From an optimization exercise on the open Yosys and OpenROAD flow, aimed at small area, a short achievable clock period and few clock cycles; shortcuts taken in it are not production practice. The RTL was checked by simulation tests, not by an equivalence proof against the original design. No activity file was given, so power comes from the tool's default toggle rates.

`flow/config.mk`:
```
export PLATFORM = sky130hd
export DESIGN_NAME = cpuTop
export DESIGN_NICKNAME = cpuTop
export VERILOG_FILES = /design/flow/design.v
export SDC_FILE = /design/flow/constraint.sdc
export NUM_CORES = 4
export LEC_CHECK = 0
export ABC_CLOCK_PERIOD_IN_PS = 2500
export CAP_MARGIN = 20
export CORE_MARGIN = 2
export CORE_UTILIZATION = 40
export PLACE_DENSITY = 0.6
export SETUP_SLACK_MARGIN = 1.5
export SLEW_MARGIN = 20
```
`flow/constraint.sdc`:
```
create_clock -name core_clock -period 5.5 [get_ports {clk}]
set_input_delay 1.1000 -clock core_clock [delete_from_list [all_inputs] [get_ports {clk}]]
set_output_delay 1.1000 -clock core_clock [all_outputs]
set_load 0.01 [all_outputs]
```
`flow/design.v`:
```
`timescale 1ns/1ps
`default_nettype none
package isaPkg;
    typedef enum logic [1:0] {
        aluReg  = 2'b00,
        aluImm  = 2'b01,
        branch  = 2'b10,
        special = 2'b11
    } instrClass;
    typedef enum logic [3:0] {
        opAdd  = 4'd0,
        opSub  = 4'd1,
        opAnd  = 4'd2,
        opOr   = 4'd3,
        opXor  = 4'd4,
        opNot  = 4'd5,
        opShl  = 4'd6,
        opSra  = 4'd7,
        opSrl  = 4'd8,
        opPass = 4'd9
    } aluOp;
    typedef enum logic [1:0] {
        condAlways      = 2'b00,
        condNegative    = 2'b01,
        condNonNegative = 2'b10,
        condZero        = 2'b11
    } branchCond;
    typedef enum logic [3:0] {
        kindLoad  = 4'b1100,
        kindStore = 4'b1101,
        kindOut   = 4'b1111
    } specialKind;
    typedef struct packed {
        instrClass                      cls;
        aluOp                           op;
        logic [4-1:0] rs;
        logic [4-1:0] rt;
        logic [4-1:0] rd;
        logic [14-1:0]      imm;
    } aluFields;
    typedef struct packed {
        instrClass                      cls;
        logic [1:0]                     kind;
        logic [1:0]                     variant;
        logic [4-1:0] rs;
        logic [4-1:0] rt;
        logic [4-1:0] rd;
        logic [14-1:0]      imm;
    } ctlFields;
    typedef union packed {
        aluFields aluForm;
        ctlFields ctlForm;
    } instrWord;
endpackage
`default_nettype wire
`timescale 1ns/1ps
`default_nettype none
package ctrlPkg;
    typedef enum logic [2:0] {
        fetch     = 3'd0,
        decode    = 3'd1,
        execute   = 3'd2,
        memory    = 3'd3,
        writeback = 3'd4
    } cpuState;
    typedef enum logic {
        regA   = 1'b0,
        nextPc = 1'b1
    } operandA;
    typedef enum logic {
        regB      = 1'b0,
        immediate = 1'b1
    } operandB;
endpackage
`default_nettype wire
`timescale 1ns/1ps
`default_nettype none
module claAdder (
    input  logic [32-1:0] a,
    input  logic [32-1:0] b,
    input  logic                       carryIn,
    output logic [32-1:0] sum
);
    localparam int W = 32;
    localparam int Levels = 5;   
    logic [W-1:0] p0;
    logic [W-1:0] gen [Levels+1];
    logic [W-1:0] prop [Levels+1];
    assign p0 = a ^ b;
    assign gen[0] = (a & b) | {{(W-1){1'b0}}, p0[0] & carryIn};
    assign prop[0] = p0;
    for (genvar l = 0; l < Levels; l++) begin : genLevel
        localparam int D = 1 << l;
        for (genvar i = 0; i < W; i++) begin : genBit
            if (i >= D) begin : genNode
                assign gen[l+1][i] = gen[l][i] | (prop[l][i] & gen[l][i-D]);
                assign prop[l+1][i] = prop[l][i] & prop[l][i-D];
            end else begin : genPass
                assign gen[l+1][i] = gen[l][i];
                assign prop[l+1][i] = prop[l][i];
            end
        end
    end
    assign sum = p0 ^ {gen[Levels][W-2:0], carryIn};
endmodule
`default_nettype wire
`timescale 1ns/1ps
`default_nettype none
module alu (
    input  isaPkg::aluOp               func,
    input  logic                       isSub,
    input  logic [32-1:0] opA,
    input  logic [32-1:0] opB,
    output logic [32-1:0] sum,
    output logic [32-1:0] result
);
    logic shiftOne;
    claAdder adder_i (
        .a      (opA),
        .b      (opB),
        .carryIn(isSub),
        .sum    (sum)
    );
    assign shiftOne = opB[0];
    always_comb begin
        result = '0;
        case (func)
            isaPkg::opAdd,
            isaPkg::opSub:  result = sum;
            isaPkg::opAnd:  result = opA & opB;
            isaPkg::opOr:   result = opA | opB;
            isaPkg::opXor:  result = opA ^ opB;
            isaPkg::opNot:  result = ~opA;
            isaPkg::opShl:  result = shiftOne ? {opA[32-2:0], 1'b0} : opA;
            isaPkg::opSra: begin
                result = shiftOne ? {opA[32-1], opA[32-1:1]} : opA;
            end
            isaPkg::opSrl:  result = shiftOne ? {1'b0, opA[32-1:1]} : opA;
            isaPkg::opPass: result = opB;
            default:        result = '0;
        endcase
    end
endmodule
`default_nettype wire
`timescale 1ns/1ps
`default_nettype none
module regFile (
    input  logic                           clk,
    input  logic                           reset,
    input  logic [4-1:0] rsIdx,
    input  logic [4-1:0] rtIdx,
    input  logic [4-1:0] rdIdx,
    input  logic                           writeEn,
    input  logic [32-1:0]     writeData,
    output logic [32-1:0]     rsData,
    output logic [32-1:0]     rtData
);
    logic [32-1:0] regs [16];
    logic [16-1:0]  written;
    always_ff @(posedge clk) begin
        if (reset) begin
            written <= '0;
        end else if (writeEn) begin
            written[rdIdx] <= 1'b1;
        end
    end
    always_ff @(posedge clk) begin
        if (writeEn) begin
            regs[rdIdx] <= writeData;
        end
    end
    assign rsData = written[rsIdx] ? regs[rsIdx] : '0;
    assign rtData = written[rtIdx] ? regs[rtIdx] : '0;
endmodule
`default_nettype wire
`timescale 1ns/1ps
`default_nettype none
`default_nettype wire
`timescale 1ns/1ps
`default_nettype none
`default_nettype wire
`timescale 1ns/1ps
`default_nettype none
module cpuTop (
    input  logic                       clk,
    input  logic                       reset,
    output logic [32-1:0] wbAdr,
    output logic [32-1:0] wbDatW,
    output logic                       wbWe,
    output logic                       wbCyc,
    output logic                       wbStb,
    input  logic [32-1:0] wbDatR,
    input  logic                       wbAck,
    output logic                       outValid,
    output logic [32-1:0] outData
);
    localparam int W = 32;
    logic [W-1:0] adr;
    logic         cyc;
    logic         we;
    logic         dreq;       
    logic         squash;     
    logic [W-1:0] oReg;       
    logic         outV;
    logic [W-1:0]     pc;     
    isaPkg::instrWord ir;
    logic [W-1:0]     aReg;
    logic [W-1:0]     opB;    
    logic             subOp;
    logic             fresh;  
    logic [1:0] cls;
    logic [3:0] kind;
    logic       isAluClass;
    logic       isBranch;
    logic       isSpecial;
    logic       isLoad;
    logic       isStore;
    logic       isOut;
    logic       isMem;
    logic       predTaken;
    assign cls = ir.aluForm.cls;
    assign kind = {ir.ctlForm.kind, ir.ctlForm.variant};
    assign isAluClass = !cls[1];
    assign isBranch = (cls == isaPkg::branch);
    assign isSpecial = (cls == isaPkg::special);
    assign isLoad = isSpecial && (kind == isaPkg::kindLoad);
    assign isStore = isSpecial && (kind == isaPkg::kindStore);
    assign isOut = isSpecial && (kind == isaPkg::kindOut);
    assign isMem = isSpecial && (kind[3:1] == 3'b110);
    assign predTaken = (ir.ctlForm.variant == isaPkg::condAlways)
                    || ir.aluForm.imm[14-1];
    logic [W-1:0] sum;
    logic [W-1:0] aluResult;
    alu alu_i (
        .func  (ir.aluForm.op),
        .isSub (subOp),
        .opA   (aReg),
        .opB   (opB),
        .sum   (sum),
        .result(aluResult)
    );
    logic condMet;
    always_comb begin
        case (ir.ctlForm.variant)
            isaPkg::condAlways:      condMet = 1'b1;
            isaPkg::condNegative:    condMet = aReg[W-1];
            isaPkg::condNonNegative: condMet = !aReg[W-1];
            default:                 condMet = (aReg == '0);
        endcase
    end
    logic         taken;
    logic [W-1:0] target;
    logic         redirect;    
    assign taken = isBranch && condMet;
    claAdder target_i (
        .a      (pc),
        .b      (opB),
        .carryIn(1'b0),
        .sum    (target)
    );
    assign redirect = fresh && isBranch && !predTaken && condMet;
    isaPkg::instrWord fetched;
    logic             fIsMem;
    logic             fIsBranch;
    logic             fPredTaken;
    logic             fUseImm;
    logic             fSub;
    logic [W-1:0]     fImm;
    assign fetched = wbDatR;
    assign fIsBranch = (fetched.aluForm.cls == isaPkg::branch);
    assign fIsMem = (fetched.aluForm.cls == isaPkg::special)
                 && (fetched.ctlForm.kind == 2'b11) && !fetched.ctlForm.variant[1];
    assign fPredTaken = fIsBranch && ((fetched.ctlForm.variant == isaPkg::condAlways)
                                      || fetched.aluForm.imm[14-1]);
    assign fUseImm = (fetched.aluForm.cls == isaPkg::aluImm) || fIsBranch || fIsMem;
    assign fSub = !fetched.aluForm.cls[1] && (fetched.aluForm.op == isaPkg::opSub);
    assign fImm = {{(W - 14){fetched.aluForm.imm[14-1]}},
                   fetched.aluForm.imm};
    logic         aluWrite;
    logic         loadAck;
    logic         memExec;
    logic [W-1:0] rsData;
    logic [W-1:0] rtData;
    logic [W-1:0] aNext;
    logic [W-1:0] bNext;
    assign aluWrite = fresh && isAluClass;
    assign loadAck = cyc && wbAck && dreq && !we;
    assign memExec = fresh && isMem;
    regFile regFile_i (
        .clk      (clk),
        .reset    (reset),
        .rsIdx    (fetched.aluForm.rs),
        .rtIdx    (memExec ? ir.aluForm.rt : fetched.aluForm.rt),
        .rdIdx    (ir.aluForm.rd),
        .writeEn  (aluWrite || loadAck),
        .writeData(aluWrite ? aluResult : wbDatR),
        .rsData   (rsData),
        .rtData   (rtData)
    );
    assign aNext = (aluWrite && ir.aluForm.rd == fetched.aluForm.rs) ? aluResult : rsData;
    assign bNext = (aluWrite && ir.aluForm.rd == fetched.aluForm.rt) ? aluResult : rtData;
    logic fetchAck;
    logic goodFetch;
    logic [W-1:0] adrNext4;
    assign fetchAck = cyc && wbAck && !dreq;
    assign goodFetch = fetchAck && !squash && !redirect;
    assign adrNext4 = adr + 32'd4;
    always_ff @(posedge clk) begin
        if (reset) begin
            adr <= 32'h0000_0000;
            cyc <= 1'b1;
            we <= 1'b0;
            dreq <= 1'b0;
            squash <= 1'b0;
            fresh <= 1'b0;
            outV <= 1'b0;
        end else begin
            fresh <= goodFetch;
            outV <= fresh && isOut;
            if (goodFetch) begin
                pc <= adrNext4;
                adr <= adrNext4;
                cyc <= !(fIsMem || fPredTaken);
            end else if (fetchAck) begin
                squash <= 1'b0;
                adr <= redirect ? target : pc;
            end else if (cyc && wbAck) begin
                dreq <= 1'b0;
                we <= 1'b0;
                adr <= pc;
            end else if (redirect) begin
                squash <= 1'b1;
                pc <= target;
            end else if (fresh && isMem) begin
                adr <= sum;
                cyc <= 1'b1;
                dreq <= 1'b1;
                we <= isStore;
            end else if (fresh && isBranch && predTaken) begin
                adr <= taken ? target : pc;
                cyc <= 1'b1;
            end
        end
    end
    always_ff @(posedge clk) begin
        if (fresh && isOut) begin
            oReg <= sum;
        end else if (memExec) begin
            oReg <= rtData;
        end
        if (goodFetch) begin
            ir <= fetched;
            aReg <= aNext;
            opB <= (fUseImm ? fImm : bNext) ^ {W{fSub}};
            subOp <= fSub;
        end
    end
    assign wbAdr = adr;
    assign wbCyc = cyc;
    assign wbStb = cyc;
    assign wbWe = we;
    assign wbDatW = oReg;
    assign outValid = outV;
    assign outData = oReg;
endmodule
`default_nettype wire
```
`flow/run.sh`:
```
#!/bin/bash
# synth_recipe.tcl (not shown) runs the flow's synth.tcl, then flattens the netlist and writes it again
# the make line also repeats each setting of config.mk as NAME=value (left out here)
make -C /OpenROAD-flow-scripts/flow DESIGN_CONFIG=/design/flow/config.mk WORK_HOME=/design/flow/orfs CLKGATE_MAP_FILE= SYNTH_SCRIPT=/design/flow/synth_recipe.tcl finish
```
==> impl_metrics.yaml, run 1 <==
synthesis:
  yosys.area.top_type: "sky130_fd_sc_hd__edfxtp_1"
  synth_edf_count: 656
  syn-instance-count: 3740
  synth.lib_cells_used.distinct: 85
  synth.yosys.warnings: 6
  synth.top_cell.area_share_pct: 47.8
  synthFlopType: "sky130_fd_sc_hd__edfxtp_1"
  syn_area_um2: 41200
  sequential_fraction_of_the_synthesis_area_pct: 50.4
  asyncSetResetFlopFracSynth_pct: 0
  flip_flop_and_latch_count_after_synthesis: 710
  post_synth.cell_area_avg_um2: 11.0
  synth_top_cells_by_area: "sky130_fd_sc_hd__edfxtp_1 (48%), sky130_fd_sc_hd__mux4_2 (9.2%), sky130_fd_sc_hd__nand2_1 (6.1%)"
place:
  detailedPlacementHpwl_mm: 92.9
  placedInstanceArea_um2: 44400
  portBuffers: 134
  gp_routability_congestion: 0.926
setup_path:
  critPathLaunchType: "input port"
  cpMaxStageDelayCell: "sky130_fd_sc_hd__clkdlybuf4s50_1"
  critPathKind: "in -> reg"
  cp_arrival_ns: 4.33
  path_buf_inv: 4
  cp_data_required_time_ns: 5.90
  timing.critical_path.cells: "clkdlybuf4s50_1 -> o31ai_4 -> buf_4 -> nand2_4 -> mux2i_1 -> a221oi_2 -> o211a_1 -> clkbuf_8 -> inv_2 -> or4_4 -> o221ai_2 -> xnor2_1"
  crit_path_max_fanout: 26
  endpoint_kind: "flip-flop"
  cp_slowest_stage_delay_ns: 0.66
  crit_family: "buffers and inverters"
grt:
  met3_usage_pct: 4.52
  grt_remaining_overflow: 0
  first_global_vias: 31200
  antenna_found_initial: 5
  grt_util_met2_pct: 41.0
  grt_pass1_wl_mm: 207
  grtUsageTotal_pct: 25.8
  use_met1_pct: 35.8
  busiest_layer: "met2"
  largest_net_degree_at_the_start_of_global_routing: 89
timing:
  finalCriticalPeriod_ns: 3.93
  setup_tns_ns: 0
  setup_viol: 0
  fmaxAchievable_mhz: 254
  part_of_the_cycle_the_worst_path_needs_pct: 71.5
  max-slew-margin-rel_pct: 25.1
  tightestPinTransition_ns: 1.11
  rsz0062_at_grt: "true"
  clock_skew_after_layout_ns: 0.0316
  slew_violations: 0
  finalHoldViolations: 0
clock_tree:
  cts_max_path_buffers: 3
  root_buffer: "sky130_fd_sc_hd__clkbuf_16"
  clock_latency_ns: 0.66
  cts_max_level: 3
  tritoncts: "yes"
  cts.clk_slew.worst_paths_ns: 0.06
  cts.sink_count: 710
  clock_buffer_count_from_cts: 80
  hold_buffer_count_at_cts: 0
outcome:
  status: "complete, no violations"
layout:
  sequential_cell_area_um2: 20800
  multi_input_comb_area_um2: 19200
  end_of_flow_core_utilization_pct: 46.5
  area_growth_syn_to_layout_pct: 15.1
  final_layout_size_suffix_gt1_share_pct: 14.7
  final_cell_mix: "sky130_fd_sc_hd__nand2_1 (667), sky130_fd_sc_hd__edfxtp_1 (656), sky130_fd_sc_hd__o21ai_0 (180), sky130_fd_sc_hd__nor2_1 (177), sky130_fd_sc_hd__a21oi_1 (175)"
  most_frequent_standard_cell_in_the_layout_excluding_fill_and_tap_cells: "sky130_fd_sc_hd__nand2_1"
  fin_area_um2: 47400
  fillers: 9261
  design.final.nets: 3962
detailed_routing:
  route.antenna.remaining_nets: 0
  routed_wirelength_mm: 140
  drt-wirelength-per-cell_um: 26.7
  post_drt_via_cell_ratio: 6.28
  drc_errors: 0
  first_iter_violations: 4584
  firstDrtPassIters: 6
  detailroute.via_count: 33000
pwr:
  vdd_ir_drop_max_uv: 226
  static-leakage-power_nw: 16.5
  power_per_cell_area_nw_per_um2: 297
floorplan:
  fp.dieH_um: 325
  die_width_um: 325
  std_cell_rows: 117
  ioPinCount: 135
  die_area_um2: 106000
  core_box_area_um2: 102000
  initial_core_util_pct: 40.4
job:
  maxCapViolations: 0
worst_hold_path:
  min_path_type: "reg -> reg"
==> metrics by stage <==
stage	setup slack [ns]	hold WS [ns]	cells	total power [mW]
floorplan	1.59	0.446	3740	7.96
finish	1.57	0.507	5255	14.1
CTS	1.46	0.510	5234	14.0
detailed placement	0.662	0.495	5079	8.87
global placement	0.788	0.480	5079	8.86
global route	1.48	0.523	5253	14.5
==> state kept, by name (all words and copies together) (netlist names), 15 cells and up <==
| register | flops |
|---|---|
| opB | 32 |
| oReg | 32 |
| regFile_i.regs | 512 |
| ir | 15 |
| aReg | 32 |
| adr | 32 |
| pc | 32 |
| regFile_i.written | 16 |
==> synth_stat cells, types with 54 or more instances <==
| master | instances |
|---|---|
| sky130_fd_sc_hd__a21oi_1 | 178 |
| sky130_fd_sc_hd__a311oi_1 | 71 |
| sky130_fd_sc_hd__and3_1 | 92 |
| sky130_fd_sc_hd__buf_2 | 56 |
| sky130_fd_sc_hd__clkbuf_1 | 170 |
| sky130_fd_sc_hd__dfxtp_1 | 54 |
| sky130_fd_sc_hd__edfxtp_1 | 656 |
| sky130_fd_sc_hd__ha_1 | 104 |
| sky130_fd_sc_hd__inv_1 | 98 |
| sky130_fd_sc_hd__mux4_2 | 169 |
| sky130_fd_sc_hd__nand2_1 | 672 |
| sky130_fd_sc_hd__nand3_1 | 152 |
| sky130_fd_sc_hd__nor2_1 | 194 |
| sky130_fd_sc_hd__o211ai_1 | 57 |
| sky130_fd_sc_hd__o21ai_0 | 184 |
| sky130_fd_sc_hd__xnor2_1 | 87 |
==> per-layer routing <==
metal	vias up	wire, um
li1	14500	-
met1	16300	56600
met2	1932	64400
met3	303	14200
met4	6	5050
met5	-	37
==> repair_timing <==
action | CTS | global route
endpoints found under the setup margin | 348 | 278
gates resized for setup | 16 | 46
gates cloned | 1 | 2
buffers inserted | 7 | 17
pin swaps | 3 | 11
==> final timing paths <==
| kind | start | slack [ns] | depth (start not counted) | endpoint |
|---|---|---|---|---|
| worst max-delay path | wbDatR[18] | 1.57 | 12 | opB[30] |
| worst min-delay path | regFile_i.written[10] | 0.51 | 2 | regFile_i.written[10] |
| worst max register to register | opB[15] | 1.57 | 11 | adr[31] |
| worst min register to register | regFile_i.written[10] | 0.51 | 2 | regFile_i.written[10] |
==> final cells by class <==
type                    instances  share of cell area (%)
repair buffers                302                    6.14
flip-flops and latches        710                    43.8
well taps                    1368                    3.61
inverters                     101                   0.807
clock buffers                  99                    4.48
clock inverters                48                   0.746
diodes                          2                  0.0106
multi-input cells            2625                    40.4
==> tightest hold or removal path, stage by stage, from the launching register on <==
cell and delay, ns:
sky130_fd_sc_hd__dfxtp_1 0.35, sky130_fd_sc_hd__a21oi_1 0.05, sky130_fd_sc_hd__nor2_1 0.07
==> power by group <==
group	leakage, nW	switching [mW]	internal (mW)
Clock	1.21	2.26	2.89
Sequential	6.47	0.174	6.09
Combinational	8.78	1.68	0.973
==> cells by family after synthesis <==
kind of cell	synth area share (%)
multiplexers	10.8
AO/OA/AOI/OAI	15.3
buffers and inverters	4.29
AND/OR/NAND/NOR	13.4
flip-flops	50.4
XOR/XNOR	2.53
adder cells (fa/ha/maj)	3.30
Testbench counts, summed over its fixed seeds: cycles 13,615.
==> run 2, diff against run 1 <==
--- a/flow/config.mk
+++ b/flow/config.mk
@@ -11,4 +11,3 @@
 export CORE_UTILIZATION = 40
 export PLACE_DENSITY = 0.6
-export SETUP_SLACK_MARGIN = 1.5
 export SLEW_MARGIN = 20
==> impl_metrics.yaml, run 2 <==
synthesis:
  syn-instance-count: 3740
  synth_edf_count: 656
  synth.yosys.warnings: 6
  synth.top_cell.area_share_pct: 47.8
  syn_area_um2: 41200
  synthMostInstantiatedCell: "sky130_fd_sc_hd__nand2_1"
  yosys.area.top_type: "sky130_fd_sc_hd__edfxtp_1"
  post_synth.cell_area_avg_um2: 11.0
  yosys-top-cells-count: "sky130_fd_sc_hd__nand2_1 (672), sky130_fd_sc_hd__edfxtp_1 (656), sky130_fd_sc_hd__nor2_1 (194), sky130_fd_sc_hd__o21ai_0 (184), sky130_fd_sc_hd__a21oi_1 (178)"
  synth.lib_cells_used.distinct: 85
  flip_flop_and_latch_count_after_synthesis: 710
  synth_top_cells_by_area: "sky130_fd_sc_hd__edfxtp_1 (48%), sky130_fd_sc_hd__mux4_2 (9.2%), sky130_fd_sc_hd__nand2_1 (6.1%)"
  synthFlopType: "sky130_fd_sc_hd__edfxtp_1"
  sequential_fraction_of_the_synthesis_area_pct: 50.4
  asyncSetResetFlopFracSynth_pct: 0
layout:
  most_frequent_standard_cell_in_the_layout_excluding_fill_and_tap_cells: "sky130_fd_sc_hd__nand2_1"
  fillers: 9274
  final_cell_mix: "sky130_fd_sc_hd__nand2_1 (669), sky130_fd_sc_hd__edfxtp_1 (656), sky130_fd_sc_hd__o21ai_0 (184), sky130_fd_sc_hd__nor2_1 (178), sky130_fd_sc_hd__a21oi_1 (177)"
  design.final.nets: 3944
  final_layout_size_suffix_gt1_share_pct: 13.7
  largest_reg_flops: 512
  registers.top_by_ff_count: "regFile_i.regs"
  finalNonFillerCells: 5238
  area_growth_syn_to_layout_pct: 14.2
clock_tree:
  hold_buffer_count_at_cts: 0
  tritoncts: "yes"
  root_buffer: "sky130_fd_sc_hd__clkbuf_16"
  cts_max_path_buffers: 3
  post_cts_buffers: 0
  cts.clk_slew.worst_paths_ns: 0.06
  cts.sink_count: 710
  clock_latency_ns: 0.66
  cts_max_level: 3
  post_cts_resized: 0
  clock_buffer_count_from_cts: 80
timing:
  finalHoldViolations: 0
  tightestPinTransition_ns: 1.16
  slew_violations: 0
  rsz0062_at_grt: "false"
  setup_viol: 0
  finalCriticalPeriod_ns: 4.40
  timing.hold.ws_ns: 0.507
  max-slew-margin-rel_pct: 22.3
  fmaxAchievable_mhz: 228
  part_of_the_cycle_the_worst_path_needs_pct: 79.9
  clock_skew_after_layout_ns: 0.0385
  postLayoutSetupSlackWorst_ns: 1.10
  setup_tns_ns: 0
grt:
  antenna_found_initial: 6
  grtUsageTotal_pct: 25.2
  grt_pass1_wl_mm: 202
  first_global_vias: 30900
  grt_remaining_overflow: 0
  largest_net_degree_at_the_start_of_global_routing: 65
detailed_routing:
  post_drt_via_cell_ratio: 6.26
  detailroute.via_count: 32800
  first_iter_violations: 4388
  drc_errors: 0
  firstDrtPassIters: 6
  routed_wirelength_mm: 137
  drt-wirelength-per-cell_um: 26.2
  route.antenna.remaining_nets: 0
setup_path:
  crit_path_max_fanout: 16
  endpoint_kind: "flip-flop"
  critPathLaunchType: "flip-flop"
  critPathKind: "reg -> reg"
  cp_arrival_ns: 4.86
  cp_data_required_time_ns: 5.96
worst_hold_path:
  min_path_type: "reg -> reg"
floorplan:
  die_area_um2: 106000
  die_width_um: 325
  ioPinCount: 135
  std_cell_rows: 117
  initial_core_util_pct: 40.4
  fp.dieH_um: 325
  core_box_area_um2: 102000
place:
  gp_routability_congestion: 0.910
  place_inst: 5088
  post-place-ws_ns: 0.888
  detailedPlacementHpwl_mm: 93.6
  portBuffers: 134
pwr:
  static-leakage-power_nw: 16.3
  vdd_ir_drop_max_uv: 240
  power_per_cell_area_nw_per_um2: 301
job:
  maxCapViolations: 0
outcome:
  status: "complete, no violations"
[run 2: changes by cell type in the layout (fill, tap and decap cells not counted), sizes merged]
| cell | previous run | this run |
|---|---|---|
| clkinv | 40 | 36 |
| inv | 102 | 104 |
| clkinvlp | 4 | 7 |
| bufinv | 3 | 6 |
| buf | 170 | 155 |
| bufbuf | 1 | 0 |
| clkbuf | 101 | 96 |
[run 2: final timing paths]
path                               from  slack, ns               endpoint  depth (start not counted)
setup reg to reg                aReg[0]       1.10  regFile_i.regs[3][25]                         11
hold / removal    regFile_i.written[10]       0.51  regFile_i.written[10]                          2
hold reg to reg   regFile_i.written[10]       0.51  regFile_i.written[10]                          2
setup / recovery                aReg[0]       1.10  regFile_i.regs[3][25]                         11
[run 2: final cells by class]
class                   count  area [um^2]  area share [%]
flip-flops and latches    710        20800            44.2
multi-input cells        2625        18900            40.2
repair buffers            284         2700            5.74
clock buffers              96         2100            4.47
well taps                1368         1710            3.64
clock inverters            52          477            1.01
inverters                 101          382           0.811
diodes                      2         5.00          0.0106
[run 2: cells by family after synthesis]
logic type / count (synthesis) / share of synthesized area (%)
XOR/XNOR: 119 / 2.53
AND/OR/NAND/NOR: 1254 / 13.4
flip-flops: 710 / 50.4
buffers and inverters: 405 / 4.29
adder cells (fa/ha/maj): 107 / 3.30
multiplexers: 229 / 10.8
AO/OA/AOI/OAI: 916 / 15.3
[run 2: critical path, stage by stage (launching register included)]
cell and delay, ns:
sky130_fd_sc_hd__edfxtp_1 0.51, sky130_fd_sc_hd__fa_1 0.55, sky130_fd_sc_hd__a211oi_1 0.32, sky130_fd_sc_hd__o211ai_1 0.23, sky130_fd_sc_hd__nand4_1 0.21, sky130_fd_sc_hd__a21oi_1 0.18
sky130_fd_sc_hd__o21ai_0 0.65, sky130_fd_sc_hd__o21ai_0 0.20, sky130_fd_sc_hd__xnor2_1 0.56, sky130_fd_sc_hd__a21boi_0 0.29, sky130_fd_sc_hd__o21ai_0 0.24, sky130_fd_sc_hd__buf_4 0.25
[run 2: metrics by stage]
| stage | util (%) | power (mW) | cell area (um^2) |
|---|---|---|---|
| floorplan | - | 7.96 | 41200 |
| global placement | 43.6 | 8.86 | 44500 |
| detailed placement | 43.6 | 8.88 | 44500 |
| CTS | 46.1 | 14.2 | 47100 |
| global route | 46.1 | 14.6 | 47100 |
| finish | 46.1 | 14.1 | 47100 |
[run 2: routing by layer]
metal / vias up / wire (um) / share of wire (%) / track usage, %
met3: 285 / 13500 / 9.8 / 4.12
met1: 16200 / 55700 / 41 / 34.8
met5: - / 40 / 0.029 / 0
met4: 6 / 4340 / 3.2 / 8.37
met2: 1884 / 63400 / 46 / 40.4
li1: 14400 / - / - / -
[run 2: power by group]
part           leakage [nW]  internal [mW]  switching (mW)
Sequential             6.47           6.09           0.178
Combinational          8.60          0.931            1.63
Clock                  1.25           3.03            2.29
==> run 3, diff against run 2 <==
--- a/flow/config.mk
+++ b/flow/config.mk
@@ -6,5 +6,4 @@
 export NUM_CORES = 4
 export LEC_CHECK = 0
-export ABC_CLOCK_PERIOD_IN_PS = 2500
 export CAP_MARGIN = 20
 export CORE_MARGIN = 2
==> impl_metrics.yaml, run 3 <==
place:
  detailedPlacementHpwl_mm: 93.6
  portBuffers: 134
  gp_routability_congestion: 0.910
  placedInstanceArea_um2: 44500
floorplan:
  core_box_area_um2: 102000
  die_width_um: 325
  initial_core_util_pct: 40.4
  std_cell_rows: 117
  die_area_um2: 106000
  ioPinCount: 135
  fp.dieH_um: 325
layout:
  registers.top_by_ff_count: "regFile_i.regs"
  largest_reg_flops: 512
  most_frequent_standard_cell_in_the_layout_excluding_fill_and_tap_cells: "sky130_fd_sc_hd__nand2_1"
  fin_area_um2: 47100
  design.final.nets: 3944
  area_growth_syn_to_layout_pct: 14.2
  final_cell_mix: "sky130_fd_sc_hd__nand2_1 (669), sky130_fd_sc_hd__edfxtp_1 (656), sky130_fd_sc_hd__o21ai_0 (184), sky130_fd_sc_hd__nor2_1 (178), sky130_fd_sc_hd__a21oi_1 (177)"
  final_layout_size_suffix_gt1_share_pct: 13.7
clock_tree:
  post_cts_resized: 0
  clock_buffer_count_from_cts: 80
  cts_max_level: 3
  hold_buffer_count_at_cts: 0
  tritoncts: "yes"
  post_cts_buffers: 0
  clock_latency_ns: 0.66
  root_buffer: "sky130_fd_sc_hd__clkbuf_16"
  cts.clk_slew.worst_paths_ns: 0.06
  cts_max_path_buffers: 3
  cts.sink_count: 710
synthesis:
  synth.top_cell.area_share_pct: 47.8
  flip_flop_and_latch_count_after_synthesis: 710
  syn-instance-count: 3740
  synth.lib_cells_used.distinct: 85
  yosys-top-cells-count: "sky130_fd_sc_hd__nand2_1 (672), sky130_fd_sc_hd__edfxtp_1 (656), sky130_fd_sc_hd__nor2_1 (194), sky130_fd_sc_hd__o21ai_0 (184), sky130_fd_sc_hd__a21oi_1 (178)"
  asyncSetResetFlopFracSynth_pct: 0
  synthMostInstantiatedCell: "sky130_fd_sc_hd__nand2_1"
  synth_edf_count: 656
  synth.yosys.warnings: 6
  yosys.area.top_type: "sky130_fd_sc_hd__edfxtp_1"
  post_synth.cell_area_avg_um2: 11.0
  synthFlopType: "sky130_fd_sc_hd__edfxtp_1"
  syn_area_um2: 41200
  synth_top_cells_by_area: "sky130_fd_sc_hd__edfxtp_1 (48%), sky130_fd_sc_hd__mux4_2 (9.2%), sky130_fd_sc_hd__nand2_1 (6.1%)"
  sequential_fraction_of_the_synthesis_area_pct: 50.4
outcome:
  status: "complete, no violations"
setup_path:
  critPathLaunchType: "flip-flop"
  crit_path_max_fanout: 16
  critPathKind: "reg -> reg"
  cp_arrival_ns: 4.86
  cp_data_required_time_ns: 5.96
  endpoint_kind: "flip-flop"
detailed_routing:
  first_iter_violations: 4388
  routed_wirelength_mm: 137
  drt-wirelength-per-cell_um: 26.2
  drc_errors: 0
  firstDrtPassIters: 6
  detailroute.via_count: 32800
  route.antenna.remaining_nets: 0
  post_drt_via_cell_ratio: 6.26
job:
  maxCapViolations: 0
timing:
  setup_viol: 0
  tightestPinTransition_ns: 1.16
  fmaxAchievable_mhz: 228
  finalHoldViolations: 0
  setup_tns_ns: 0
  clock_skew_after_layout_ns: 0.0385
  slew_violations: 0
  part_of_the_cycle_the_worst_path_needs_pct: 79.9
  rsz0062_at_grt: "false"
  max-slew-margin-rel_pct: 22.3
  finalCriticalPeriod_ns: 4.40
pwr:
  internal_power_mw: 10.1
  power.clock.fraction_pct: 37.6
  static-leakage-power_nw: 16.3
  vdd_ir_drop_max_uv: 240
  power.total_mw: 14.1
  power_per_cell_area_nw_per_um2: 301
  p_sw_mw: 4.10
  power.share.sequential_pct: 44.3
  combPwrFrac_pct: 18.1
  net_switching_fraction_of_the_power_pct: 28.9
grt:
  grt_pass1_wl_mm: 202
  grtUsageTotal_pct: 25.2
  largest_net_degree_at_the_start_of_global_routing: 65
  first_global_vias: 30900
  grt_remaining_overflow: 0
  antenna_found_initial: 6
worst_hold_path:
  min_path_type: "reg -> reg"
[run 3: cell counts after synthesis]
No cell type changed its count.
[run 3: path summary, 6_finish.rpt]
check	from	end	slack (ns)	depth (start not counted)
worst max-delay path	aReg[0]	regFile_i.regs[3][25]	1.10	11
worst min-delay path	regFile_i.written[10]	regFile_i.written[10]	0.51	2
worst max register to register	aReg[0]	regFile_i.regs[3][25]	1.10	11
worst min register to register	regFile_i.written[10]	regFile_i.written[10]	0.51	2
[run 3: cells by family after synthesis]
logic type / count (synthesis) / synth area share (%)
simple gates: 1254 / 13.4
compound gates: 916 / 15.3
flops: 710 / 50.4
buf+inv: 405 / 4.29
mux: 229 / 10.8
xor+xnor: 119 / 2.53
fa+ha+maj: 107 / 3.30
[run 3: metal layers]
| metal | wire length (um) | up-vias | share of wire [%] | GRT usage (%) |
|---|---|---|---|---|
| li1 | - | 14400 | - | - |
| met1 | 55700 | 16200 | 41 | 34.8 |
| met2 | 63400 | 1884 | 46 | 40.4 |
| met3 | 13500 | 285 | 9.8 | 4.12 |
| met4 | 4340 | 6 | 3.2 | 8.37 |
| met5 | 40 | - | 0.029 | 0 |
[run 3: critical path: stages (launching register included)]
cell	delay [ns]
sky130_fd_sc_hd__edfxtp_1	0.51
sky130_fd_sc_hd__fa_1	0.55
sky130_fd_sc_hd__a211oi_1	0.32
sky130_fd_sc_hd__o211ai_1	0.23
sky130_fd_sc_hd__nand4_1	0.21
sky130_fd_sc_hd__a21oi_1	0.18
sky130_fd_sc_hd__o21ai_0	0.65
sky130_fd_sc_hd__o21ai_0	0.20
sky130_fd_sc_hd__xnor2_1	0.56
sky130_fd_sc_hd__a21boi_0	0.29
sky130_fd_sc_hd__o21ai_0	0.24
sky130_fd_sc_hd__buf_4	0.25
[run 3: per-stage QoR]
step                      hold slack [ns]  utilization [%]  cells  setup WS, ns
after floorplan                     0.446                -   3740         0.703
after global placement              0.479             43.6   5088         0.949
after detailed placement            0.484             43.6   5088         0.888
after CTS                           0.504             46.1   5236          1.20
after global routing                0.531             46.1   5236         0.965
final                               0.507             46.1   5238          1.10
[run 3: power by group through the flow]
| stage | Combinational, mW | Sequential, mW | Clock (mW) |
|---|---|---|---|
| 2_1_floorplan | 1.64 | 6.32 | 0 |
| 3_5_place_dp | 2.50 | 6.37 | 0 |
| 6_report | 2.56 | 6.27 | 5.32 |
| 3_3_place_gp | 2.49 | 6.37 | 0 |
| 5_1_grt | 2.75 | 6.28 | 5.58 |
| 4_1_cts | 2.51 | 6.26 | 5.38 |
[run 3: final cells by class]
cell class	count	area [um^2]
flip-flops and latches	710	20800
fillers	9274	55000
multi-input cells	2625	18900
inverters	101	382
well taps	1368	1710
diodes	2	5.00
clock buffers	96	2100
clock inverters	52	477
repair buffers	284	2700
==> run 4, diff against run 3 <==
--- a/flow/design.v
+++ b/flow/design.v
@@ -196,17 +196,24 @@
 );
     localparam int W = 32;
+    localparam int R = 4;
     logic [W-1:0] adr;
     logic         cyc;
     logic         we;
     logic         dreq;       
+    logic         dLoad;      
+    logic [R-1:0] dRd;        
     logic         squash;     
     logic [W-1:0] oReg;       
     logic         outV;
-    logic [W-1:0]     pc;     
+    logic [W-1:0]     pc;      
     isaPkg::instrWord ir;
-    logic [W-1:0]     aReg;
-    logic [W-1:0]     opB;    
+    logic             irValid;
+    logic             irWait;  
+    logic [W-1:0]     aReg;    
+    logic [W-1:0]     bReg;    
+    logic [W-1:0]     opB;     
+    logic             useImm;
     logic             subOp;
-    logic             fresh;  
+    logic             fresh;   
     logic [1:0] cls;
     logic [3:0] kind;
@@ -249,8 +256,5 @@
         endcase
     end
-    logic         taken;
     logic [W-1:0] target;
-    logic         redirect;    
-    assign taken = isBranch && condMet;
     claAdder target_i (
         .a      (pc),
@@ -259,7 +263,9 @@
         .sum    (target)
     );
-    assign redirect = fresh && isBranch && !predTaken && condMet;
+    logic         mispredict;
+    logic [W-1:0] fixAdr;
+    assign mispredict = fresh && isBranch && (predTaken != condMet);
+    assign fixAdr = condMet ? target : pc;
     isaPkg::instrWord fetched;
-    logic             fIsMem;
     logic             fIsBranch;
     logic             fPredTaken;
@@ -267,17 +273,26 @@
     logic             fSub;
     logic [W-1:0]     fImm;
+    logic [15:0]      fImmStep;
+    logic [W-1:0]     fTarget;
     assign fetched = wbDatR;
     assign fIsBranch = (fetched.aluForm.cls == isaPkg::branch);
-    assign fIsMem = (fetched.aluForm.cls == isaPkg::special)
-                 && (fetched.ctlForm.kind == 2'b11) && !fetched.ctlForm.variant[1];
     assign fPredTaken = fIsBranch && ((fetched.ctlForm.variant == isaPkg::condAlways)
                                       || fetched.aluForm.imm[14-1]);
-    assign fUseImm = (fetched.aluForm.cls == isaPkg::aluImm) || fIsBranch || fIsMem;
+    assign fUseImm = (fetched.aluForm.cls == isaPkg::aluImm) || fIsBranch
+                  || ((fetched.aluForm.cls == isaPkg::special)
+                      && (fetched.ctlForm.kind == 2'b11) && !fetched.ctlForm.variant[1]);
     assign fSub = !fetched.aluForm.cls[1] && (fetched.aluForm.op == isaPkg::opSub);
     assign fImm = {{(W - 14){fetched.aluForm.imm[14-1]}},
                    fetched.aluForm.imm};
+    assign fImmStep = {{2{fetched.aluForm.imm[14-1]}}, fetched.aluForm.imm} + 16'd4;
+    claAdder fTarget_i (
+        .a      (adr),
+        .b      ({{(W-16){fImmStep[15]}}, fImmStep}),
+        .carryIn(1'b0),
+        .sum    (fTarget)
+    );
     logic         aluWrite;
+    logic         dataAck;
     logic         loadAck;
-    logic         memExec;
     logic [W-1:0] rsData;
     logic [W-1:0] rtData;
@@ -285,12 +300,12 @@
     logic [W-1:0] bNext;
     assign aluWrite = fresh && isAluClass;
-    assign loadAck = cyc && wbAck && dreq && !we;
-    assign memExec = fresh && isMem;
+    assign dataAck = cyc && wbAck && dreq;
+    assign loadAck = dataAck && dLoad;
     regFile regFile_i (
         .clk      (clk),
         .reset    (reset),
         .rsIdx    (fetched.aluForm.rs),
-        .rtIdx    (memExec ? ir.aluForm.rt : fetched.aluForm.rt),
-        .rdIdx    (ir.aluForm.rd),
+        .rtIdx    (fetched.aluForm.rt),
+        .rdIdx    (loadAck ? dRd : ir.aluForm.rd),
         .writeEn  (aluWrite || loadAck),
         .writeData(aluWrite ? aluResult : wbDatR),
@@ -300,9 +315,11 @@
     assign aNext = (aluWrite && ir.aluForm.rd == fetched.aluForm.rs) ? aluResult : rsData;
     assign bNext = (aluWrite && ir.aluForm.rd == fetched.aluForm.rt) ? aluResult : rtData;
-    logic fetchAck;
-    logic goodFetch;
+    logic         fetchAck;
+    logic         goodFetch;
+    logic         memNext;    
     logic [W-1:0] adrNext4;
     assign fetchAck = cyc && wbAck && !dreq;
-    assign goodFetch = fetchAck && !squash && !redirect;
+    assign goodFetch = fetchAck && !squash && !mispredict;
+    assign memNext = irValid && !irWait && isMem;
     assign adrNext4 = adr + 32'd4;
     always_ff @(posedge clk) begin
@@ -313,31 +330,33 @@
             dreq <= 1'b0;
             squash <= 1'b0;
+            irValid <= 1'b0;
+            irWait <= 1'b0;
             fresh <= 1'b0;
             outV <= 1'b0;
         end else begin
-            fresh <= goodFetch;
+            fresh <= (goodFetch && !memNext) || (dataAck && irWait);
             outV <= fresh && isOut;
             if (goodFetch) begin
+                irValid <= 1'b1;
+                irWait <= memNext;
                 pc <= adrNext4;
-                adr <= adrNext4;
-                cyc <= !(fIsMem || fPredTaken);
+                if (memNext) begin
+                    adr <= sum;
+                    we <= isStore;
+                    dreq <= 1'b1;
+                end else begin
+                    adr <= fPredTaken ? fTarget : adrNext4;
+                end
             end else if (fetchAck) begin
                 squash <= 1'b0;
-                adr <= redirect ? target : pc;
-            end else if (cyc && wbAck) begin
+                adr <= mispredict ? fixAdr : pc;
+            end else if (dataAck) begin
                 dreq <= 1'b0;
                 we <= 1'b0;
-                adr <= pc;
-            end else if (redirect) begin
+                irWait <= 1'b0;
+                adr <= (isBranch && predTaken) ? target : pc;
+            end else if (mispredict) begin
                 squash <= 1'b1;
-                pc <= target;
-            end else if (fresh && isMem) begin
-                adr <= sum;
-                cyc <= 1'b1;
-                dreq <= 1'b1;
-                we <= isStore;
-            end else if (fresh && isBranch && predTaken) begin
-                adr <= taken ? target : pc;
-                cyc <= 1'b1;
+                pc <= fixAdr;
             end
         end
@@ -346,12 +365,28 @@
         if (fresh && isOut) begin
             oReg <= sum;
-        end else if (memExec) begin
-            oReg <= rtData;
+        end else if (goodFetch && memNext) begin
+            oReg <= bReg;
+        end
+        if (goodFetch) begin
+            dLoad <= isLoad;
+            dRd <= ir.aluForm.rd;
         end
         if (goodFetch) begin
             ir <= fetched;
             aReg <= aNext;
+            bReg <= bNext;
             opB <= (fUseImm ? fImm : bNext) ^ {W{fSub}};
+            useImm <= fUseImm;
             subOp <= fSub;
+        end else if (loadAck) begin
+            if (ir.aluForm.rs == dRd) begin
+                aReg <= wbDatR;
+            end
+            if (ir.aluForm.rt == dRd) begin
+                bReg <= wbDatR;
+                if (!useImm) begin
+                    opB <= wbDatR ^ {W{subOp}};
+                end
+            end
         end
     end
--- a/flow/config.mk
+++ b/flow/config.mk
@@ -10,3 +10,4 @@
 export CORE_UTILIZATION = 40
 export PLACE_DENSITY = 0.6
+export SETUP_SLACK_MARGIN = 3.0
 export SLEW_MARGIN = 20
==> impl_metrics.yaml, run 4 <==
grt:
  grt_pass1_wl_mm: 243
  grt_remaining_overflow: 0
  largest_net_degree_at_the_start_of_global_routing: 77
  grtUsageTotal_pct: 28.4
  first_global_vias: 35100
  antenna_found_initial: 2
synthesis:
  synth.lib_cells_used.distinct: 104
  synth_edf_count: 698
  synth_top_cells_by_area: "sky130_fd_sc_hd__edfxtp_1 (46%), sky130_fd_sc_hd__mux4_2 (16%), sky130_fd_sc_hd__ha_1 (3.8%)"
  synthFlopType: "sky130_fd_sc_hd__edfxtp_1"
  yosys-top-cells-count: "sky130_fd_sc_hd__edfxtp_1 (698), sky130_fd_sc_hd__mux4_2 (326), sky130_fd_sc_hd__nor2_1 (286), sky130_fd_sc_hd__nand2_1 (258), sky130_fd_sc_hd__a21oi_1 (231)"
  synth.top_cell.area_share_pct: 46.4
  syn_area_um2: 45200
  yosys.area.top_type: "sky130_fd_sc_hd__edfxtp_1"
  asyncSetResetFlopFracSynth_pct: 0
  flip_flop_and_latch_count_after_synthesis: 753
  synth.yosys.warnings: 6
  synthMostInstantiatedCell: "sky130_fd_sc_hd__edfxtp_1"
  syn-instance-count: 3604
  sequential_fraction_of_the_synthesis_area_pct: 48.8
  post_synth.cell_area_avg_um2: 12.5
layout:
  most_frequent_standard_cell_in_the_layout_excluding_fill_and_tap_cells: "sky130_fd_sc_hd__edfxtp_1"
  final_layout_size_suffix_gt1_share_pct: 42.8
  registers.top_by_ff_count: "regFile_i.regs"
  area_growth_syn_to_layout_pct: 38.4
  final_cell_mix: "sky130_fd_sc_hd__edfxtp_1 (698), sky130_fd_sc_hd__mux4_2 (326), sky130_fd_sc_hd__buf_4 (315), sky130_fd_sc_hd__nand2_1 (225), sky130_fd_sc_hd__nor2_1 (224)"
  end_of_flow_core_utilization_pct: 55.8
  largest_reg_flops: 512
  fillers: 8678
  design.final.nets: 4362
  fin_area_um2: 62600
pwr:
  internal_power_mw: 12.3
  static-leakage-power_nw: 22.4
  power.clock.fraction_pct: 34.9
  vdd_ir_drop_max_uv: 271
  net_switching_fraction_of_the_power_pct: 30.0
  power_per_cell_area_nw_per_um2: 280
  p_sw_mw: 5.25
  combPwrFrac_pct: 27.1
  power.total_mw: 17.5
  power.share.sequential_pct: 38.0
floorplan:
  die_area_um2: 116000
  die_width_um: 340
  ioPinCount: 135
  initial_core_util_pct: 40.3
  core_box_area_um2: 112000
  std_cell_rows: 123
  fp.dieH_um: 340
setup_path:
  cp_data_required_time_ns: 5.89
  crit_path_max_fanout: 5
  rrSetupSlack_ns: 1.75
  cp_arrival_ns: 4.14
  cp-startpoint: "aReg[0]"
  rr_endpoint: "opB[28]"
  endpoint_kind: "flip-flop"
  worst-r2r-cell-count: 15
  critPathKind: "reg -> reg"
  critPathLaunchType: "flip-flop"
  crit_path_end: "opB[28]"
  reg2reg_from: "aReg[0]"
clock_tree:
  cts.sink_count: 753
  clock_latency_ns: 0.69
  cts_max_path_buffers: 3
  tritoncts: "yes"
  cts.clk_slew.worst_paths_ns: 0.06
  clock_buffer_count_from_cts: 85
  cts_max_level: 3
  root_buffer: "sky130_fd_sc_hd__clkbuf_16"
timing:
  clock_skew_after_layout_ns: 0.0417
  rsz0062_at_grt: "true"
  tightestPinTransition_ns: 1.27
  max-slew-margin-rel_pct: 15.3
  part_of_the_cycle_the_worst_path_needs_pct: 68.3
  finalHoldViolations: 0
  finalCriticalPeriod_ns: 3.75
  setup_tns_ns: 0
  slew_violations: 0
  fmaxAchievable_mhz: 266
  timing.hold.ws_ns: 0.493
  setup_viol: 0
detailed_routing:
  firstDrtPassIters: 6
  drt-wirelength-per-cell_um: 31.0
  detailroute.via_count: 37300
  drc_errors: 0
  first_iter_violations: 5339
  routed_wirelength_mm: 178
  route.antenna.remaining_nets: 0
  post_drt_via_cell_ratio: 6.48
outcome:
  status: "complete, no violations"
place:
  gp_routability_congestion: 0.957
  portBuffers: 132
  placedInstanceArea_um2: 49300
  detailedPlacementHpwl_mm: 100
worst_hold_path:
  min_path_type: "reg -> reg"
job:
  maxCapViolations: 0
[run 4: changes by cell type in the layout (fill, tap and decap cells not counted), moves of 98 or more]
| cell | before | now |
|---|---|---|
| sky130_fd_sc_hd__nand2_1 | 669 | 225 |
| sky130_fd_sc_hd__o21ai_0 | 184 | 79 |
| sky130_fd_sc_hd__mux4_2 | 169 | 326 |
| sky130_fd_sc_hd__nand3_1 | 152 | 54 |
| sky130_fd_sc_hd__clkdlybuf4s50_1 | 129 | 4 |
| sky130_fd_sc_hd__buf_6 | 1 | 136 |
| sky130_fd_sc_hd__buf_4 | 132 | 315 |
[run 4: layout make-up]
| cell class | count | area [um^2] | share of cell area [%] |
|---|---|---|---|
| multi-input combinational | 2478 | 26000 | 41.5 |
| sequential | 753 | 22200 | 35.4 |
| timing repair buffer | 759 | 9090 | 14.5 |
| clock buffer | 98 | 2230 | 3.56 |
| tap | 1500 | 1880 | 3.00 |
| clock inverter | 53 | 732 | 1.17 |
| inverter | 108 | 459 | 0.734 |
| timing repair inverter | 1 | 20.0 | 0.0320 |
| antenna | 1 | 2.50 | 0.00400 |
[run 4: stage by stage]
step / std cells / worst slack [ns]
6_report: 5751 / 1.75
5_1_grt: 5751 / 1.65
4_1_cts: 5608 / 1.90
3_5_place_dp: 5055 / 0.281
3_3_place_gp: 5055 / 0.357
2_1_floorplan: 3605 / 1.58
[run 4: cell families (layout without fill, tap and decap cells)]
group	Yosys count	in the layout	synth area share, %
buffers and inverters	389	1019	3.84
flip-flops	753	753	48.8
XOR/XNOR	174	174	3.39
adder cells (fa/ha/maj)	141	141	3.97
other	1	3	0.00830
AO/OA/AOI/OAI	899	901	13.4
AND/OR/NAND/NOR	840	847	8.45
multiplexers	407	413	18.1
[run 4: timing repair]
| action | 4_1_cts | 5_1_grt |
|---|---|---|
| pin swaps | 237 | 199 |
| hold endpoints to repair | 0 | 0 |
| cloned | 51 | 25 |
| hold buffers | 0 | 0 |
| buffers inserted | 351 | 117 |
| endpoints found under the setup margin | 1520 | 1384 |
| resized for setup | 909 | 355 |
[run 4: worst max-delay path, stage by stage, from the launching register on]
cell	delay [ns]
sky130_fd_sc_hd__edfxtp_1	0.39
sky130_fd_sc_hd__inv_2	0.07
sky130_fd_sc_hd__fa_2	0.41
sky130_fd_sc_hd__fa_2	0.39
sky130_fd_sc_hd__nor2b_4	0.13
sky130_fd_sc_hd__o2111a_2	0.27
sky130_fd_sc_hd__o21ai_4	0.09
sky130_fd_sc_hd__a2111oi_4	0.29
sky130_fd_sc_hd__buf_4	0.22
sky130_fd_sc_hd__o2111ai_4	0.13
sky130_fd_sc_hd__and4b_1	0.27
sky130_fd_sc_hd__a311oi_4	0.28
sky130_fd_sc_hd__buf_6	0.19
sky130_fd_sc_hd__a21oi_1	0.11
sky130_fd_sc_hd__nor2_1	0.16
sky130_fd_sc_hd__a221oi_2	0.05
[run 4: per-layer routing]
metal,part of all wire [%],vias to the layer above,track usage (%)
li1,-,15400,-
met1,36,18700,36.7
met2,47,2561,45.8
met3,10,617,4.46
met4,7.2,0,16.1
met5,0,-,0
[run 4: power by group through the flow]
stage | combinational, mW | clock [mW] | sequential, mW
floorplan | 2.16 | 0 | 6.71
global placement | 2.97 | 0 | 6.78
detailed placement | 2.98 | 0 | 6.78
CTS | 4.18 | 6.16 | 6.64
global route | 4.93 | 6.38 | 6.66
finish | 4.75 | 6.11 | 6.65
[run 4: worst min path at each step]
stage / startpoint / endpoint / cells after the start
2_1_floorplan: regFile_i.written[10] / regFile_i.written[10] / 2
3_3_place_gp: regFile_i.written[15] / regFile_i.written[15] / 2
3_5_place_dp: irWait / irWait / 2
4_1_cts: irWait / irWait / 2
5_1_grt: irWait / irWait / 2
6_report: irWait / irWait / 2
Testbench counts of run 4, summed over its fixed seeds: cycles 12,647.
==> run 5, diff against run 4 <==
--- a/flow/config.mk
+++ b/flow/config.mk
@@ -10,4 +10,4 @@
 export CORE_UTILIZATION = 40
 export PLACE_DENSITY = 0.6
-export SETUP_SLACK_MARGIN = 3.0
+export SETUP_SLACK_MARGIN = 1.5
 export SLEW_MARGIN = 20
==> impl_metrics.yaml, run 5 <==
grt:
  grt_pass1_wl_mm: 218
  first_global_vias: 31900
  grt_remaining_overflow: 0
  grtUsageTotal_pct: 25.1
  antenna_found_initial: 8
  largest_net_degree_at_the_start_of_global_routing: 80
timing:
  setup_viol: 0
  fmaxAchievable_mhz: 253
  slew_violations: 0
  max-slew-margin-rel_pct: 25.8
  finalHoldViolations: 0
  clock_skew_after_layout_ns: 0.0190
  tightestPinTransition_ns: 1.11
  setup_tns_ns: 0
  rsz0062_at_grt: "true"
  postLayoutSetupSlackWorst_ns: 1.54
  part_of_the_cycle_the_worst_path_needs_pct: 72.0
  finalCriticalPeriod_ns: 3.96
  timing.hold.ws_ns: 0.492
floorplan:
  ioPinCount: 135
  die_width_um: 340
  die_area_um2: 116000
  initial_core_util_pct: 40.3
  fp.dieH_um: 340
  std_cell_rows: 123
  core_box_area_um2: 112000
clock_tree:
  cts_max_level: 3
  cts_max_path_buffers: 3
  cts.sink_count: 753
  cts.clk_slew.worst_paths_ns: 0.06
  root_buffer: "sky130_fd_sc_hd__clkbuf_16"
  tritoncts: "yes"
  clock_buffer_count_from_cts: 83
  clock_latency_ns: 0.67
  hold_buffer_count_at_cts: 0
setup_path:
  crit_path_max_fanout: 7
  critPathLaunchType: "flip-flop"
  cpMaxStageDelayCell: "sky130_fd_sc_hd__nor4_1"
  timing.critical_path.cells: "inv_2 -> ha_1 -> nor2b_1 -> o2111ai_1 -> a31oi_4 -> a21oi_4 -> nor4_1 -> o31ai_2 -> a31oi_2 -> o21ai_1 -> mux2i_1 -> a211oi_1"
  endpoint_kind: "flip-flop"
  path_buf_inv: 1
  cp_data_required_time_ns: 5.91
  critPathKind: "reg -> reg"
  cp_slowest_stage_delay_ns: 0.54
  crit_family: "compound AO/OA/AOI/OAI gates"
  cp_arrival_ns: 4.37
pwr:
  power.share.sequential_pct: 43.3
  static-leakage-power_nw: 18.0
  power.clock.fraction_pct: 37.0
  power_per_cell_area_nw_per_um2: 296
  vdd_ir_drop_max_uv: 206
  combPwrFrac_pct: 19.7
  power.total_mw: 15.4
  p_sw_mw: 4.43
  net_switching_fraction_of_the_power_pct: 28.8
  internal_power_mw: 11.0
layout:
  finalNonFillerCells: 5295
  final_layout_size_suffix_gt1_share_pct: 21.7
  registers.top_by_ff_count: "regFile_i.regs"
  most_frequent_standard_cell_in_the_layout_excluding_fill_and_tap_cells: "sky130_fd_sc_hd__edfxtp_1"
  final_cell_mix: "sky130_fd_sc_hd__edfxtp_1 (698), sky130_fd_sc_hd__mux4_2 (326), sky130_fd_sc_hd__nor2_1 (266), sky130_fd_sc_hd__nand2_1 (256), sky130_fd_sc_hd__a21oi_1 (221)"
  area_growth_syn_to_layout_pct: 15.2
  largest_reg_flops: 512
  end_of_flow_core_utilization_pct: 46.4
  fin_area_um2: 52000
  design.final.nets: 3903
synthesis:
  yosys-top-cells-count: "sky130_fd_sc_hd__edfxtp_1 (698), sky130_fd_sc_hd__mux4_2 (326), sky130_fd_sc_hd__nor2_1 (286), sky130_fd_sc_hd__nand2_1 (258), sky130_fd_sc_hd__a21oi_1 (231)"
  syn_area_um2: 45200
  flip_flop_and_latch_count_after_synthesis: 753
  synth.yosys.warnings: 6
  sequential_fraction_of_the_synthesis_area_pct: 48.8
  yosys.area.top_type: "sky130_fd_sc_hd__edfxtp_1"
  synth_top_cells_by_area: "sky130_fd_sc_hd__edfxtp_1 (46%), sky130_fd_sc_hd__mux4_2 (16%), sky130_fd_sc_hd__ha_1 (3.8%)"
  synthMostInstantiatedCell: "sky130_fd_sc_hd__edfxtp_1"
  synth_edf_count: 698
  synth.lib_cells_used.distinct: 104
  syn-instance-count: 3604
  synth.top_cell.area_share_pct: 46.4
  asyncSetResetFlopFracSynth_pct: 0
  synthFlopType: "sky130_fd_sc_hd__edfxtp_1"
  post_synth.cell_area_avg_um2: 12.5
detailed_routing:
  drc_errors: 0
  drt-wirelength-per-cell_um: 28.1
  first_iter_violations: 3980
  route.antenna.remaining_nets: 0
  topRoutingLayerUsed: "met5"
  wl_met3_mm: 13.1
  detailroute.via_count: 33100
  wl_met2_mm: 70.2
  m1WireLength_mm: 60.0
  post_drt_via_cell_ratio: 6.26
  routed_wirelength_mm: 149
  firstDrtPassIters: 5
worst_hold_path:
  min_path_type: "reg -> reg"
place:
  placedInstanceArea_um2: 48700
  place_inst: 5106
  portBuffers: 132
  post-place-ws_ns: 0.356
  gp_routability_congestion: 0.963
  detailedPlacementHpwl_mm: 103
job:
  maxCapViolations: 0
outcome:
  status: "complete, no violations"
## run 5: cell counts after synthesis
Identical to the previous run, type by type.
## run 5: final cells by class
cell class / count / area [um^2]
antenna: 1 / 2.50
inverter: 108 / 412
clock inverter: 48 / 537
multi-input combinational: 2463 / 22000
fill: 9900 / 60100
sequential: 753 / 22100
clock buffer: 104 / 2220
tap: 1500 / 1880
timing repair buffer: 318 / 2950
## run 5: per-layer routing
| metal | up-vias | GRT usage [%] |
|---|---|---|
| met5 | - | 0 |
| li1 | 14400 | - |
| met3 | 266 | 4.21 |
| met2 | 1655 | 40.7 |
| met4 | 8 | 8.83 |
| met1 | 16800 | 34.2 |
## run 5: timing repair
item / in CTS / in global routing
setup endpoints to repair: 180 / 171
pin swaps: 14 / 21
gates cloned: 0 / 1
setup buffers: 11 / 23
resized for setup: 45 / 46
## run 5: power groups by stage
stage	Sequential, mW	Combinational [mW]	Clock [mW]
3_3_place_gp	6.78	2.87	0
2_1_floorplan	6.71	1.92	0
5_1_grt	6.68	3.26	5.98
6_report	6.67	3.04	5.71
4_1_cts	6.66	2.93	5.79
3_5_place_dp	6.78	2.88	0
## run 5: kinds of logic (layout without fill, tap and decap cells)
group | Yosys count | count (layout) | share of synthesized area (%)
simple gates | 840 | 840 | 8.45
flops | 753 | 753 | 48.8
xor+xnor | 174 | 174 | 3.39
mux | 407 | 407 | 18.1
other cells | 1 | 3 | 0.00830
fa+ha+maj | 141 | 141 | 3.97
buf+inv | 389 | 578 | 3.84
compound gates | 899 | 899 | 13.4
## run 5: worst min-delay path, stage by stage (launching register included)
cell and delay [ns]:
sky130_fd_sc_hd__dfxtp_1 0.33, sky130_fd_sc_hd__nand3_1 0.07, sky130_fd_sc_hd__a21oi_1 0.06
## run 5: worst paths after layout
path / start / to / slack [ns] / cells after the start
worst max-delay path: opB[1] / opB[27] / 1.54 / 12
worst min register to register: irWait / irWait / 0.49 / 2
worst min-delay path: irWait / irWait / 0.49 / 2
worst max register to register: opB[1] / opB[27] / 1.54 / 12
==> run 6, diff against run 5 <==
--- a/flow/design.v
+++ b/flow/design.v
@@ -170,6 +170,18 @@
         end
     end
-    assign rsData = written[rsIdx] ? regs[rsIdx] : '0;
-    assign rtData = written[rtIdx] ? regs[rtIdx] : '0;
+    logic [16-1:0] rsHot;
+    logic [16-1:0] rtHot;
+    always_comb begin
+        for (int i = 0; i < 16; i++) begin
+            rsHot[i] = written[i] && (rsIdx == i[4-1:0]);
+            rtHot[i] = written[i] && (rtIdx == i[4-1:0]);
+        end
+        rsData = '0;
+        rtData = '0;
+        for (int i = 0; i < 16; i++) begin
+            rsData = rsData | (regs[i] & {32{rsHot[i]}});
+            rtData = rtData | (regs[i] & {32{rtHot[i]}});
+        end
+    end
 endmodule
 `default_nettype wire
--- a/flow/config.mk
+++ b/flow/config.mk
@@ -9,5 +9,8 @@
 export CORE_MARGIN = 2
 export CORE_UTILIZATION = 40
+export CTS_BUF_LIST = sky130_fd_sc_hd__clkbuf_8
+export CTS_CLUSTER_SIZE = 24
 export PLACE_DENSITY = 0.6
 export SETUP_SLACK_MARGIN = 1.5
 export SLEW_MARGIN = 20
+export TNS_END_PERCENT = 100
==> impl_metrics.yaml, run 6 <==
outcome:
  status: "complete, no violations"
floorplan:
  ioPinCount: 135
  die_width_um: 333
  initial_core_util_pct: 40.3
  core_box_area_um2: 107000
  std_cell_rows: 120
  fp.dieH_um: 333
  die_area_um2: 111000
grt:
  first_global_vias: 35400
  largest_net_degree_at_the_start_of_global_routing: 118
  grt_remaining_overflow: 0
  grt_pass1_wl_mm: 243
  grtUsageTotal_pct: 29.5
  antenna_found_initial: 7
synthesis:
  synthMostInstantiatedCell: "sky130_fd_sc_hd__edfxtp_1"
  syn_area_um2: 43200
  synthFlopType: "sky130_fd_sc_hd__edfxtp_1"
  synth.top_cell.area_share_pct: 48.5
  synth.lib_cells_used.distinct: 98
  synth.yosys.warnings: 6
  yosys.area.top_type: "sky130_fd_sc_hd__edfxtp_1"
  post_synth.cell_area_avg_um2: 10.6
  syn-instance-count: 4074
  synth_edf_count: 698
  yosys-top-cells-count: "sky130_fd_sc_hd__edfxtp_1 (698), sky130_fd_sc_hd__nand2_1 (407), sky130_fd_sc_hd__a22oi_1 (292), sky130_fd_sc_hd__nor2_1 (264), sky130_fd_sc_hd__o21ai_0 (229)"
  sequential_fraction_of_the_synthesis_area_pct: 51.0
  flip_flop_and_latch_count_after_synthesis: 753
  synth_top_cells_by_area: "sky130_fd_sc_hd__edfxtp_1 (48%), sky130_fd_sc_hd__a22oi_1 (5.1%), sky130_fd_sc_hd__ha_1 (3.9%)"
  asyncSetResetFlopFracSynth_pct: 0
clock_tree:
  cts_max_level: 4
  cts.clk_slew.worst_paths_ns: 0.06
  hold_buffer_count_at_cts: 0
  root_buffer: "sky130_fd_sc_hd__clkbuf_8"
  clock_latency_ns: 0.86
  cts_max_path_buffers: 3
  tritoncts: "yes"
  cts.sink_count: 753
  clock_buffer_count_from_cts: 133
layout:
  registers.top_by_ff_count: "regFile_i.regs"
  fillers: 9919
  final_cell_mix: "sky130_fd_sc_hd__edfxtp_1 (698), sky130_fd_sc_hd__nand2_1 (403), sky130_fd_sc_hd__a22oi_1 (292), sky130_fd_sc_hd__nor2_1 (244), sky130_fd_sc_hd__o21ai_0 (220)"
  area_growth_syn_to_layout_pct: 15.2
  most_frequent_standard_cell_in_the_layout_excluding_fill_and_tap_cells: "sky130_fd_sc_hd__edfxtp_1"
  fin_area_um2: 49800
  design.final.nets: 4372
  final_layout_size_suffix_gt1_share_pct: 13.3
  largest_reg_flops: 512
place:
  detailedPlacementHpwl_mm: 111
  gp_routability_congestion: 0.925
  portBuffers: 132
  placedInstanceArea_um2: 46500
worst_hold_path:
  min_path_type: "reg -> reg"
timing:
  finalCriticalPeriod_ns: 3.96
  slew_violations: 0
  setup_viol: 0
  clock_skew_after_layout_ns: 0.0413
  tightestPinTransition_ns: 1.18
  setup_tns_ns: 0
  rsz0062_at_grt: "true"
  part_of_the_cycle_the_worst_path_needs_pct: 72.0
  max-slew-margin-rel_pct: 21.0
  finalHoldViolations: 0
  fmaxAchievable_mhz: 253
setup_path:
  crit_path_max_fanout: 5
  critPathKind: "reg -> reg"
  critPathLaunchType: "flip-flop"
  cp_data_required_time_ns: 6.21
  endpoint_kind: "flip-flop"
  cp_arrival_ns: 4.67
job:
  maxCapViolations: 0
detailed_routing:
  first_iter_violations: 5480
  drt-wirelength-per-cell_um: 29.7
  post_drt_via_cell_ratio: 6.55
  routed_wirelength_mm: 169
  firstDrtPassIters: 6
  detailroute.via_count: 37400
  drc_errors: 0
  route.antenna.remaining_nets: 0
pwr:
  static-leakage-power_nw: 18.2
  power_per_cell_area_nw_per_um2: 285
  vdd_ir_drop_max_uv: 229
## run 6: logic make-up (layout without fill, tap and decap cells)
logic type / count (synthesis) / after routing / share of synthesized area (%)
buf+inv: 444 / 673 / 4.35
simple gates: 1071 / 1071 / 11.5
compound gates: 1389 / 1389 / 22.9
flops: 753 / 753 / 51.0
other cells: 1 / 6 / 0.00867
fa+ha+maj: 139 / 139 / 4.09
xor+xnor: 173 / 173 / 3.50
mux: 104 / 104 / 2.58
## run 6: final cells by class
cell class	count	area [um^2]	share of cell area (%)
flip-flops and latches	753	22100	44.3
multi-input cells	2878	19900	40.1
repair buffers	328	3010	6.04
clock buffers	140	1930	3.87
well taps	1403	1760	3.53
clock inverters	101	689	1.38
inverters	104	400	0.804
diodes	4	10.0	0.0201
## run 6: power breakdown
part           switching (mW)  total, mW  internal (mW)
registers               0.175       6.63           6.45
clock network            2.53       5.28           2.76
logic                    1.46       2.27          0.810
## run 6: metrics by stage
stage                     total power, mW  cells  hold slack, ns  setup slack [ns]  util, %
final                                14.2   5711           0.473              1.54     46.5
after global routing                 14.6   5710           0.533              1.41     46.5
after CTS                            14.1   5687           0.477              1.37     46.1
after detailed placement             8.84   5436           0.465             0.151     43.4
after global placement               8.83   5436           0.458             0.194     43.4
after floorplan                      8.07   4075           0.440              1.19        -
## run 6: per-layer routing
| layer | global-route usage, % | wire length (um) | part of all wire, % |
|---|---|---|---|
| met3 | 6.34 | 17400 | 10 |
| met5 | 0 | 63 | 0.037 |
| met1 | 37.0 | 64300 | 38 |
| met4 | 15.0 | 9130 | 5.4 |
| met2 | 48.1 | 78500 | 46 |
## run 6: worst paths after layout
kind | to | from | cells after the start | slack, ns
setup / recovery | adr[28] | opB[0] | 14 | 1.54
setup reg to reg | adr[28] | opB[0] | 14 | 1.54
hold reg to reg | irValid | irValid | 2 | 0.47
hold / removal | irValid | irValid | 2 | 0.47
## run 6: timing repair
action,in CTS,in global routing
resized for setup,30,54
pin swaps,10,28
buffers inserted,10,20
endpoints found under the setup margin,167,159
## run 6: worst max-delay path: stages, from the launching register on
cell and delay (ns):
sky130_fd_sc_hd__edfxtp_1 0.41, sky130_fd_sc_hd__buf_12 0.14, sky130_fd_sc_hd__ha_2 0.19, sky130_fd_sc_hd__inv_1 0.05
sky130_fd_sc_hd__fa_1 0.41, sky130_fd_sc_hd__nand2b_1 0.18, sky130_fd_sc_hd__a211o_1 0.36, sky130_fd_sc_hd__a211o_1 0.39
sky130_fd_sc_hd__and4_2 0.28, sky130_fd_sc_hd__or3_1 0.40, sky130_fd_sc_hd__nand3_2 0.15, sky130_fd_sc_hd__xor2_1 0.08
sky130_fd_sc_hd__mux2i_1 0.29, sky130_fd_sc_hd__o221ai_2 0.17, sky130_fd_sc_hd__a211o_1 0.32
Testbench counts of run 6, summed over its fixed seeds: cycles 12,647.

==> port drivers added, routing unchanged <==
The results above use ideal ports. As a check the final layouts listed here were re-extracted and re-timed, cells and wires unchanged. Step 1: set_driving_cell puts a clkbuf_16 on clk and a buf_2 on each other input, an assumption about the parent block. Step 2 also shifts input and output timing later by t, the mid clock arrival at the registers, as if the neighbouring blocks saw the same clock. a / b / c = ideal ports / drivers / drivers and shift; a / b = the first two.
run | t, ns | slack for setup (ns) | hold slack, ns | worst setup path after step 2
run 1 | 0.718 | 1.568 / 1.477 / 0.759 | 0.507 / 0.507 / 0.507 | input to register
run 2 | 0.719 | 1.104 / 1.104 / 0.673 | 0.507 / 0.507 / 0.507 | input to register
run 3 | 0.719 | 1.104 / 1.104 / 0.673 | 0.507 / 0.507 / 0.507 | input to register
run 4 | 0.736 | 1.746 / 1.746 / 1.042 | 0.493 / 0.493 / 0.493 | input to register
run 5 | 0.734 | 1.542 / 1.542 / 0.881 | 0.492 / 0.492 / 0.492 | input to register
run 6 | 0.901 | 1.540 / 1.537 / 0.637 | 0.473 / 0.473 / 0.473 | input to register
After both steps setup and hold are still met in every run listed. The setup slack of run 6, which loses most, moves by -0.003 ns with the drivers and by -0.903 ns with both steps.
